This design comes from an exercise in tuning for small area, a short achievable clock period and few clock cycles on the open sky130 flow, not from production work. In this exercise RTL edits were held to simulation tests only and were not proved equivalent to the original.

==> flow/design.v, too long to show whole: its modules and the start of the top module <==
// module iter_counter: 14 lines
// module jw_control: 28 lines
// module jw_step: 1015 lines
// module pixel_result: 16 lines
// module julia_worker: 79 lines
// module jw_start: 24 lines
module julia_worker (
	input  logic               tb_clk,
	input  logic               rst,
	input  logic               start,
	input  logic [19:0]        pixel,   
	input  logic [43:0]        c,       
	input  logic               mc_busy,
	output logic               ready,
	output logic               done,
	output logic [63:0]        result   
);
  // ...
==> flow/run.sh <==
#!/bin/bash
# synth_recipe.tcl (not shown) runs the flow's synth.tcl, then flattens the netlist and writes it again
# the make line also repeats each setting of config.mk as NAME=value (left out here)
make -C /OpenROAD-flow-scripts/flow DESIGN_CONFIG=/design/flow/config.mk WORK_HOME=/design/flow/orfs CLKGATE_MAP_FILE= SYNTH_SCRIPT=/design/flow/synth_recipe.tcl finish
==> flow/config.mk <==
export PLATFORM = sky130hd
export DESIGN_NAME = julia_worker
export DESIGN_NICKNAME = julia_worker
export VERILOG_FILES = /design/flow/design.v
export SDC_FILE = /design/flow/constraint.sdc
export NUM_CORES = 4
export LEC_CHECK = 0
export CAP_MARGIN = 20
export CORE_MARGIN = 2
export CORE_UTILIZATION = 40
export SLEW_MARGIN = 20
==> flow/constraint.sdc <==
create_clock -name core_clock -period 14.0 [get_ports {tb_clk}]
set_input_delay 2.8000 -clock core_clock [delete_from_list [all_inputs] [get_ports {tb_clk}]]
set_output_delay 2.8000 -clock core_clock [all_outputs]
set_load 0.01 [all_outputs]
==> results.yml, run 1 <==
setup_path:
  r2r-end: "ui[6]"
  startpoint_type: "flop"
  reg2regPathDepth: 25
  cp-endpoint: "ui[6]"
  cpMostUsedCell: "fa_1"
  critPathRequiredTime_ns: 14.20
  crit_fanout: 28
  crit_type: "flop to flop"
sta:
  setup_ws_ns: 6.26
  grt_setup_unrepaired: "no"
  worst_pin_slew_ns: 1.09
  timing.fmax_ghz: 0.129
  post-route-period-util: 0.553
  slew_headroom: 0.275
  finalWorstPathRequiredPeriod_ns: 7.74
finish:
  top_regs: "pix_q (20), cim (15), cre (15)"
  n_all_buffers: 135
  seq_share: 0.106
  clkbuf_count: 9
  fill_cells: 4812
  largest-register: "pix_q"
  final_cell_mix: "477 x inv_1, 341 x fa_1, 237 x and2_1, 217 x ha_1, 195 x nand2_1"
clock_network:
  cts_root_buffer: "clkbuf_16"
  clock_latency_ns: 0.37
routing:
  wl_met3_um: 1470
  wl_met2_um: 22700
  wl_per_cell_um: 16.0
yosys:
  synth_flop_cell: "edfxtp_1"
  synth_compound_area_frac: 0.0735
  synthTopCellsByArea: "fa_1 35%, ha_1 14%, inv_1 9.2%, edfxtp_1 7.7%, and2_1 7.6%"
  muxShareOfSynthArea: 0.000511
  synth_cell_types: 65
grt:
  globalRouteMet1Util: 0.249
  grt_pass1_vias: 15400
  track_usage: 0.190
  grt_pass1_wl_um: 77100
  grt_use_met2: 0.339
placement:
  dp_slack_ns: 6.30
  dpl-instance-area_sq_mm: 0.0211
floorplanning:
  tap_cells: 622
  initial_core_util: 0.403
outcome:
  outcome: "finished clean"
Testbench counts, summed over its fixed seeds: cycles 131,244.
==> module iter_counter, before the edit <==
module iter_counter (
	input  logic             tb_clk,
	input  logic             load,
	input  logic             step,
	output julia_pkg::iter_t count
);
	always_ff @(posedge tb_clk) begin
		if (load) begin
			count <= '0;
		end else if (step) begin
			count <= count + 8'd1;
		end
	end
endmodule
==> module julia_worker, before the edit <==
module julia_worker (
	input  logic               tb_clk,
	input  logic               rst,
	input  logic               start,
	input  logic [19:0]        pixel,   
	input  logic [43:0]        c,       
	input  logic               mc_busy,
	output logic               ready,
	output logic               done,
	output logic [63:0]        result   
);
	logic        busy;
	logic        load;
	logic        escaped;
	logic        finish;
	logic [7:0]  count;
	logic [19:0] pix_q;
	logic [12:0] ur, ui, nur, nui, ur0, ui0;
	logic        sr, si, nsr, nsi, sr0, si0;
	logic [14:0] cre, cim, cre0, cim0;
	jw_control u_control (
		.tb_clk  (tb_clk),
		.rst     (rst),
		.start   (start),
		.mc_busy (mc_busy),
		.finish  (finish),
		.ready   (ready),
		.done    (done),
		.busy    (busy),
		.load    (load)
	);
	iter_counter u_counter (
		.tb_clk  (tb_clk),
		.load    (load),
		.step    (busy & ~escaped),
		.count   (count)
	);
	assign finish = busy & (escaped | (count == 8'(MAX_ITER - 1)));
	jw_start u_start (
		.pixel (pixel),
		.c     (c),
		.ur    (ur0),
		.sr    (sr0),
		.ui    (ui0),
		.si    (si0),
		.cre   (cre0),
		.cim   (cim0)
	);
	jw_step u_step (
		.ur      (ur),
		.sr      (sr),
		.ui      (ui),
		.si      (si),
		.cre     (cre),
		.cim     (cim),
		.escaped (escaped),
		.nur     (nur),
		.nsr     (nsr),
		.nui     (nui),
		.nsi     (nsi)
	);
	always_ff @(posedge tb_clk) begin
		if (load) begin
			{ur, sr, ui, si} <= {ur0, sr0, ui0, si0};
		end else begin
			{ur, sr, ui, si} <= {nur, nsr, nui, nsi};
		end
		if (load) begin
			cre   <= cre0;
			cim   <= cim0;
			pix_q <= pixel;
		end
	end
	pixel_result u_result (
		.pix    (pix_q),
		.count  (count),
		.result (result)
	);
endmodule
==> run 2: changes to the inputs <==
--- a/flow/design.v
+++ b/flow/design.v
@@ -33,4 +33,5 @@
 	input  logic             load,
 	input  logic             step,
+	input  logic             periodic,
 	output julia_pkg::iter_t count
 );
@@ -38,4 +39,6 @@
 		if (load) begin
 			count <= '0;
+		end else if (periodic) begin
+			count <= 8'(MAX_ITER);
 		end else if (step) begin
 			count <= count + 8'd1;
@@ -1128,4 +1131,6 @@
 	logic        sr, si, nsr, nsi, sr0, si0;
 	logic [14:0] cre, cim, cre0, cim0;
+	logic [27:0] z_seen;
+	logic        periodic;
 	jw_control u_control (
 		.tb_clk  (tb_clk),
@@ -1140,10 +1145,17 @@
 	);
 	iter_counter u_counter (
-		.tb_clk  (tb_clk),
-		.load    (load),
-		.step    (busy & ~escaped),
-		.count   (count)
+		.tb_clk   (tb_clk),
+		.load     (load),
+		.step     (busy & ~escaped),
+		.periodic (busy & periodic),
+		.count    (count)
 	);
-	assign finish = busy & (escaped | (count == 8'(MAX_ITER - 1)));
+	always_ff @(posedge tb_clk) begin
+		if (count[3:0] == 4'd0) begin
+			z_seen <= {ur, sr, ui, si};
+		end
+	end
+	assign periodic = (count != 8'd0) & ({ur, sr, ui, si} == z_seen);
+	assign finish = busy & (escaped | periodic | (count == 8'(MAX_ITER - 1)));
 	jw_start u_start (
 		.pixel (pixel),
--- a/flow/config.mk
+++ b/flow/config.mk
@@ -6,6 +6,6 @@
 export NUM_CORES = 4
 export LEC_CHECK = 0
-export CAP_MARGIN = 20
+export CAP_MARGIN = 85
 export CORE_MARGIN = 2
 export CORE_UTILIZATION = 40
-export SLEW_MARGIN = 20
+export SLEW_MARGIN = 85
==> run 2 against run 1 <==
Final cell count rose by 12%; synthesized cell count rose by 6.9%; clock skew rose by 0.011 ns; routed wire length rose by 18%; clock-buffer cell count rose by 10; hold slack barely moved; fmax fell by 31%.
==> results.yml, run 2 <==
outcome:
  outcome: "finished clean"
finish:
  final_util: 0.505
  top_regs: "z_seen (28), pix_q (20)"
  final_area_sq_mm: 0.0266
  nets: 3081
  area_growth_pct: 24.6
  final_cells: 3155
  largest_reg_flops: 28
  antennaDiodeCount: 0
  final_common_cell: "inv_1"
  drive_gt1_frac: 0.168
  largest-register: "z_seen"
  final_cell_mix: "488 x inv_1, 340 x fa_1, 235 x and2_1, 198 x ha_1, 186 x nand2_1"
placement:
  dpl.cell_count: 3097
  dp_hpwl_um: 41900
  place_congestion: 0.850
  io_buffers: 113
  dpl-instance-area_sq_mm: 0.0250
yosys:
  syn_area_sq_mm: 0.0213
  synthTopCellsByCount: "489 x inv_1, 341 x fa_1, 235 x and2_1, 218 x ha_1, 189 x nand2_1"
  post-synth-top-count-cell: "inv_1"
  synth_cell_types: 74
  async_flop_share: 0
  yosysWarnings: 5
  syn_inst: 2295
  synth_edf_count: 78
  syn_area_per_cell_sq_um: 9.29
  synthTopCellsByArea: "fa_1 32%, ha_1 13%, edfxtp_1 11%, inv_1 8.6%, and2_1 6.9%"
  netlist.area_leader.share: 0.320
  synth_flop_cell: "edfxtp_1"
  ys_seq_elements: 116
  yosysTopAreaCell: "fa_1"
  yosysSeqAreaShare: 0.146
clock_network:
  ctsResizeCount: 0
  clock_latency_ns: 0.45
  cts_sinks: 116
  cts_buffers: 17
  clockBufferDepth: 2
  cts_root_buffer: "clkbuf_16"
  path_clk_slew_ns: 0.06
  h-tree-depth: 4
  cts_hold_buf: 0
  post_cts_buffers: 0
  cts_tree: "yes"
run:
  drv_cap: 0
floorplanning:
  ios: 134
  initial_core_util: 0.405
  core_sq_mm: 0.0527
  dieArea_sq_mm: 0.0552
  die_y_um: 235
  row_count: 84
  die_w_um: 235
grt:
  grt_overflow: 0
  track_usage: 0.196
  grt_max_degree: 33
  antenna_found_initial: 0
  grt_pass1_vias: 17000
  grt_pass1_wl_um: 87400
setup_path:
  critPathRequiredTime_ns: 14.35
  slowest_delay_ns: 0.54
  r2r-start: "ui[12]"
  crit_start: "ui[12]"
  startpoint_type: "flop"
  cpMostUsedCell: "clkdlybuf4s50_1"
  end_kind: "flop"
  crit_fanout: 12
  worstPathArrival_ns: 11.52
  crit_type: "flop to flop"
  slowest_stage: "clkdlybuf4s50_1"
sta:
  slew_violations: 0
  worst_clock_skew_ns: 0.0216
  grt_setup_unrepaired: "no"
  finalHoldViolCount: 0
  hold_ws_ns: 0.493
  timing.fmax_ghz: 0.0896
  finalWorstPathRequiredPeriod_ns: 11.17
  tns_ns: 0
  post-route-period-util: 0.798
  finalSetupViolCount: 0
hold_path:
  min-delay-path-class: "flop to flop"
  hp-start: "ur[0]"
routing:
  ant_nets: 0
  route.detailed.drc: 0
  num_vias: 15600
  first_pass_iters: 5
  drtIter0Drc: 855
  wl_per_cell_um: 16.7
  post_drt_via_cell_ratio: 4.94
  wl_um: 52700
run 2: cell count changes after synthesis, moves of 10 or more:
| cell | previous run | this run |
|---|---|---|
| a221oi_1 | 15 | 2 |
| a21o_1 | 21 | 31 |
| xor2_1 | 45 | 74 |
| nor3_1 | 9 | 30 |
| clkbuf_1 | 86 | 100 |
| inv_1 | 478 | 489 |
| a221oi_2 | 0 | 11 |
| edfxtp_1 | 50 | 78 |
run 2: final cells by class:
| cell class | instances | area [sq um] |
|---|---|---|
| clock buffers | 19 | 443 |
| clock inverters | 13 | 148 |
| multi-input cells | 1562 | 17500 |
| well taps | 688 | 861 |
| flip-flops and latches | 116 | 3160 |
| inverters | 489 | 1850 |
| fillers | 4724 | 26100 |
| repair buffers | 268 | 2650 |
run 2: cell families (layout without fill, tap and decap cells):
group,after synthesis,after routing,synth area share
AO/OA/AOI/OAI,249,249,0.0828
XOR/XNOR,127,127,0.0522
adder cells (fa/ha/maj),559,559,0.448
buffers and inverters,635,789,0.119
flip-flops,116,116,0.146
multiplexers,2,2,0.000939
other,2,20,0.000352
AND/OR/NAND/NOR,605,605,0.151
run 2: worst paths after layout:
kind	end	slack [ns]	cells after the start
worst max register to register	ui[10]	2.83	32
worst max-delay path	ui[10]	2.83	32
worst min register to register	z_seen[15]	0.49	0
worst min-delay path	z_seen[15]	0.49	0
run 2: critical path: cells and delay by family (launching register included):
kind / cells / cell delay (ns)
AO/OA/AOI/OAI: 6 / 1.13
XOR/XNOR: 2 / 0.33
adder cells (fa/ha/maj): 9 / 3.75
buffers and inverters: 14 / 5.30
flip-flops: 1 / 0.39
AND/OR/NAND/NOR: 1 / 0.18
run 2: metrics by stage:
stage / worst slack (ns)
3_5_place_dp: 5.96
6_report: 2.83
2_1_floorplan: 7.26
3_3_place_gp: 6.21
4_1_cts: 5.91
5_1_grt: 2.53
run 2: routing by layer:
metal  track usage  share of wire  wire [um]  vias to the layer above
li1              -              -          -                     7346
met1         0.261           0.44      23400                     7893
met2         0.340           0.50      26600                      295
met3        0.0235          0.035       1850                       63
met4        0.0506          0.017        916                        0
met5             0              0          0                        -
Testbench counts of run 2, summed over its fixed seeds: cycles 104,985.
==> run 3: changes to the inputs <==
--- a/flow/config.mk
+++ b/flow/config.mk
@@ -6,6 +6,6 @@
 export NUM_CORES = 4
 export LEC_CHECK = 0
-export CAP_MARGIN = 85
+export CAP_MARGIN = 60
 export CORE_MARGIN = 2
 export CORE_UTILIZATION = 40
-export SLEW_MARGIN = 85
+export SLEW_MARGIN = 60
==> run 3 against run 2 <==
Final cell count fell by 3.9%; cell area fell by 11%; global-route usage fell by 0.75 points; die area did not move; routed wire length fell by 5.1%; hold slack improved by 0.056 ns; register-to-register slack improved by 4.1 ns.
==> results.yml, run 3 <==
setup_path:
  slowest_stage: "fa_1"
  worstPathArrival_ns: 7.39
  slowest_delay_ns: 0.49
  critPathTopFamily: "adder cells"
  r2r_slack_ns: 6.91
  crit_fanout: 30
  r2r-start: "ui[8]"
  end_kind: "flop"
  cp.depth: 25
  reg2regPathDepth: 25
  startpoint_type: "flop"
  r2r-end: "ui[10]"
  crit_buf_inv: 3
  crit_type: "flop to flop"
  cpMostUsedCell: "fa_1"
  critPathRequiredTime_ns: 14.31
yosys:
  ys_seq_elements: 116
  yosysTopAreaCell: "fa_1"
  post-synth-top-count-cell: "inv_1"
  synthTopCellsByCount: "489 x inv_1, 341 x fa_1, 235 x and2_1, 218 x ha_1, 189 x nand2_1"
  synth_cell_types: 74
  synth_edf_count: 78
  yosysSeqAreaShare: 0.146
  syn_area_per_cell_sq_um: 9.29
  synth_flop_cell: "edfxtp_1"
  synthTopCellsByArea: "fa_1 32%, ha_1 13%, edfxtp_1 11%, inv_1 8.6%, and2_1 6.9%"
  netlist.area_leader.share: 0.320
  async_flop_share: 0
  syn_inst: 2295
  syn_area_sq_mm: 0.0213
  yosysWarnings: 5
sta:
  post-route-period-util: 0.506
  tns_ns: 0
  finalSetupViolCount: 0
  worst_pin_slew_ns: 0.540
  grt_setup_unrepaired: "no"
  slew_violations: 0
  setup_ws_ns: 6.91
  timing.fmax_ghz: 0.141
  finalHoldViolCount: 0
  finalWorstPathRequiredPeriod_ns: 7.09
  slew_headroom: 0.640
  worst_clock_skew_ns: 0.0202
run:
  drv_cap: 0
clock_network:
  cts_buffers: 17
  clockBufferDepth: 2
  cts_sinks: 116
  cts_hold_buf: 0
  path_clk_slew_ns: 0.06
  ctsResizeCount: 0
  h-tree-depth: 4
  post_cts_buffers: 0
  cts_tree: "yes"
  clock_latency_ns: 0.45
  cts_root_buffer: "clkbuf_16"
routing:
  ant_nets: 0
  route.detailed.drc: 0
  drtIter0Drc: 786
  wl_per_cell_um: 16.5
  num_vias: 15100
  first_pass_iters: 5
  post_drt_via_cell_ratio: 4.99
  wl_um: 50100
finish:
  final_cells: 3031
  largest_reg_flops: 28
  nets: 2957
  final_cell_mix: "488 x inv_1, 341 x fa_1, 235 x and2_1, 218 x ha_1, 189 x nand2_1"
  area_growth_pct: 10.6
  largest-register: "z_seen"
  fill_cells: 5066
  final_area_sq_mm: 0.0236
  antennaDiodeCount: 0
  top_regs: "z_seen (28), pix_q (20)"
  drive_gt1_frac: 0.0521
  final_common_cell: "inv_1"
placement:
  io_buffers: 113
  dp_hpwl_um: 38700
  dpl-instance-area_sq_mm: 0.0230
  dp_slack_ns: 6.75
  dpl.cell_count: 2997
  place_congestion: 0.850
floorplanning:
  die_y_um: 235
  dieArea_sq_mm: 0.0552
  row_count: 84
  initial_core_util: 0.405
  die_w_um: 235
  ios: 134
  core_sq_mm: 0.0527
hold_path:
  min-delay-path-class: "flop to flop"
  hp-start: "u_counter.count[6]"
  hold_path_depth: 2
  holdPathEnd: "u_counter.count[6]"
grt:
  antenna_found_initial: 0
  grt_pass1_vias: 16200
  grt_max_degree: 48
  grt_overflow: 0
  grt_pass1_wl_um: 83900
  track_usage: 0.189
outcome:
  outcome: "finished clean"
[run 3: cell counts after synthesis]
No cell type changed its count.
[run 3: logic make-up after synthesis]
group,count (synthesis),share of synthesized area
muxes,2,0.000939
DFF,116,0.146
adders and majority gates,559,0.448
buffers and inverters,635,0.119
and+or+nand+nor,605,0.151
AOI/OAI and AO/OA,249,0.0828
xor gates and xnor gates,127,0.0522
other,2,0.000352
[run 3: per-layer routing]
metal / part of all wire / vias up / GRT usage
li1: - / 7133 / -
met1: 0.45 / 7618 / 0.255
met2: 0.49 / 319 / 0.322
met3: 0.039 / 58 / 0.0211
met4: 0.019 / 0 / 0.0516
met5: 0 / - / 0
[run 3: worst min-delay path: cells and delay by family (launching register included)]
kind / cells / cell delay (ns)
AOI/OAI and AO/OA: 2 / 0.15
DFF: 1 / 0.34
[run 3: cell type report]
class / instances / area (sq um) / area share
flip-flops and latches: 116 / 3130 / 0.133
clock buffers: 18 / 429 / 0.0182
multi-input cells: 1562 / 15800 / 0.670
inverters: 489 / 1840 / 0.0779
repair buffers: 144 / 1390 / 0.0589
well taps: 688 / 861 / 0.0365
clock inverters: 14 / 131 / 0.00557
[run 3: worst max-delay path by stage]
stage / to / startpoint
after floorplan: ui[10] / ur[9]
after detailed placement: ui[10] / ur[2]
after CTS: ui[10] / ur[2]
after global placement: ui[0] / ui[10]
after global routing: ur[2] / ur[10]
final: ui[10] / ui[8]
[run 3: per-stage QoR]
| stage | hold WS, ns | util |
|---|---|---|
| CTS | 0.547 | 0.447 |
| finish | 0.549 | 0.448 |
| floorplan | 0.403 | - |
| detailed placement | 0.538 | 0.436 |
| global route | 0.559 | 0.448 |
| global placement | 0.535 | 0.434 |
==> run 4: changes to the inputs <==
--- a/flow/config.mk
+++ b/flow/config.mk
@@ -6,6 +6,6 @@
 export NUM_CORES = 4
 export LEC_CHECK = 0
-export CAP_MARGIN = 60
+export CAP_MARGIN = 20
 export CORE_MARGIN = 2
 export CORE_UTILIZATION = 40
-export SLEW_MARGIN = 60
+export SLEW_MARGIN = 20
==> run 4 against run 3 <==
Still clean on timing, DRC and antenna; global-route usage shrank 0.071 points; routed wire length barely moved; worst setup slack worse by 0.47 ns; fmax shrank 6.2%; cell area decreased by 0.38%; critical path depth down 1.
==> results.yml, run 4 <==
sta:
  worst_pin_slew_ns: 1.04
  post-route-period-util: 0.540
  slew_violations: 0
  finalSetupViolCount: 0
  tns_ns: 0
  timing.fmax_ghz: 0.132
  hold_ws_ns: 0.547
  finalWorstPathRequiredPeriod_ns: 7.55
  setup_ws_ns: 6.45
  grt_setup_unrepaired: "no"
  finalHoldViolCount: 0
  slew_headroom: 0.300
  worst_clock_skew_ns: 0.0152
routing:
  drtIter0Drc: 752
  wl_per_cell_um: 16.5
  num_vias: 15100
  first_pass_iters: 5
  post_drt_via_cell_ratio: 4.99
  route.detailed.drc: 0
  wl_um: 50000
  ant_nets: 0
yosys:
  ys_seq_elements: 116
  post-synth-top-count-cell: "inv_1"
  syn_area_per_cell_sq_um: 9.29
  yosysTopAreaCell: "fa_1"
  synth_edf_count: 78
  netlist.area_leader.share: 0.320
  yosysSeqAreaShare: 0.146
  async_flop_share: 0
  synthTopCellsByCount: "489 x inv_1, 341 x fa_1, 235 x and2_1, 218 x ha_1, 189 x nand2_1"
  synthTopCellsByArea: "fa_1 32%, ha_1 13%, edfxtp_1 11%, inv_1 8.6%, and2_1 6.9%"
  synth_cell_types: 74
  yosysWarnings: 5
  syn_inst: 2295
  synth_flop_cell: "edfxtp_1"
  syn_area_sq_mm: 0.0213
setup_path:
  critPathRequiredTime_ns: 14.33
  worstPathArrival_ns: 7.89
  crit_type: "flop to flop"
  end_kind: "flop"
  startpoint_type: "flop"
  crit_fanout: 29
grt:
  grt_pass1_vias: 16300
  grt_overflow: 0
  track_usage: 0.188
  grt_max_degree: 48
  grt_pass1_wl_um: 83800
  antenna_found_initial: 0
clock_network:
  clockBufferDepth: 2
  cts_hold_buf: 0
  clock_latency_ns: 0.45
  cts_tree: "yes"
  cts_sinks: 116
  ctsResizeCount: 0
  post_cts_buffers: 0
  cts_buffers: 17
  path_clk_slew_ns: 0.06
  cts_root_buffer: "clkbuf_16"
  h-tree-depth: 4
floorplanning:
  core_sq_mm: 0.0527
  row_count: 84
  ios: 134
  dieArea_sq_mm: 0.0552
  die_w_um: 235
  initial_core_util: 0.405
  die_y_um: 235
finish:
  nets: 2954
  final_common_cell: "inv_1"
  final_cell_mix: "488 x inv_1, 341 x fa_1, 235 x and2_1, 218 x ha_1, 189 x nand2_1"
  largest_reg_flops: 28
  largest-register: "z_seen"
  drive_gt1_frac: 0.0444
  top_regs: "z_seen (28), pix_q (20)"
  antennaDiodeCount: 0
  area_growth_pct: 10.2
outcome:
  outcome: "finished clean"
placement:
  io_buffers: 113
  place_congestion: 0.850
  dp_slack_ns: 6.06
  dp_hpwl_um: 38600
run:
  drv_cap: 0
hold_path:
  min-delay-path-class: "flop to flop"
## run 4: cell counts after synthesis
No cell type changed its count.
## run 4: path summary, 6_finish.rpt
kind | endpoint | depth (start not counted) | startpoint | slack, ns
setup / recovery | ui[10] | 24 | ur[0] | 6.45
hold / removal | u_counter.count[5] | 2 | u_counter.count[5] | 0.55
setup reg to reg | ui[10] | 24 | ur[0] | 6.45
hold reg to reg | u_counter.count[5] | 2 | u_counter.count[5] | 0.55
## run 4: metal layers
metal	routed length, um	track usage	up-vias
met1	22600	0.249	7630
met3	1950	0.0237	50
li1	-	-	7124
met2	24600	0.327	317
met4	864	0.0462	0
met5	0	0	-
## run 4: worst max-delay path, stage by stage, from the launching register on
cell,delay [ns]
dfxtp_1,0.99
and2_1,0.26
fa_1,0.44
fa_1,0.37
inv_1,0.07
fa_1,0.41
inv_1,0.09
fa_1,0.41
inv_1,0.09
fa_1,0.40
inv_1,0.06
ha_1,0.23
xnor2_1,0.14
fa_1,0.49
inv_1,0.04
ha_1,0.28
ha_1,0.25
fa_1,0.44
a211oi_2,0.30
o21ai_2,0.10
a21oi_2,0.29
mux2i_1,0.15
nor2_1,0.69
o41a_2,0.26
a2bb2oi_1,0.21
## run 4: cell type report
| cell class | instances | area, sq um |
|---|---|---|
| Timing Repair Buffer | 141 | 1340 |
| Clock buffer | 18 | 429 |
| Inverter | 489 | 1840 |
| Multi-Input combinational cell | 1562 | 15700 |
| Tap cell | 688 | 861 |
| Fill cell | 5078 | 29200 |
| Clock inverter | 14 | 176 |
| Sequential cell | 116 | 3110 |
## run 4: kinds of logic (layout without fill, tap and decap cells)
family,after synthesis,in the layout,synth area share
other,2,20,0.000352
muxes,2,2,0.000939
adders and majority gates,559,559,0.448
DFF,116,116,0.146
buffers and inverters,635,662,0.119
xor gates and xnor gates,127,127,0.0522
and+or+nand+nor,605,605,0.151
AOI/OAI and AO/OA,249,249,0.0828
## run 4: metrics by stage
| stage | std cells | util | area, sq um |
|---|---|---|---|
| 6_report | 3028 | 0.446 | 23500 |
| 5_1_grt | 3028 | 0.446 | 23500 |
| 4_1_cts | 3027 | 0.446 | 23500 |
| 3_5_place_dp | 2995 | 0.434 | 22900 |
| 3_3_place_gp | 2995 | 0.434 | 22900 |
| 2_1_floorplan | 2313 | - | 21400 |

==> port drivers added, routing unchanged <==
The flow's constraints put no driver on any port. The routed layouts listed below were extracted and timed again, unchanged, in two steps. Step 1: set_driving_cell puts a clkbuf_16 on tb_clk and a buf_2 on each other input, an assumption about the parent block. Step 2, shift: input delay + t, output delay - t, t = (earliest + latest rising clock arrival at the registers) / 2. This alone moves slack from input paths to output paths. Slacks: no drivers / after step 1 / after step 2; pairs: no drivers / after step 1.
| run | shift t [ns] | setup WS [ns] | worst setup path at the end | clock arrival spread, ns | cell pins on the clock port's net |
|---|---|---|---|---|---|
| run 1 | 0.415 | 6.259 / 6.259 / 6.259 | register to register | 0.011 / 0.010 | 1 |
| run 2 | 0.497 | 2.834 / 2.834 / 2.834 | register to register | 0.022 / 0.022 | 1 |
| run 3 | 0.494 | 6.913 / 6.913 / 6.913 | register to register | 0.021 / 0.022 | 1 |
| run 4 | 0.492 | 6.446 / 6.446 / 6.446 | register to register | 0.016 / 0.016 | 1 |
After both steps every run listed still meets setup and hold.
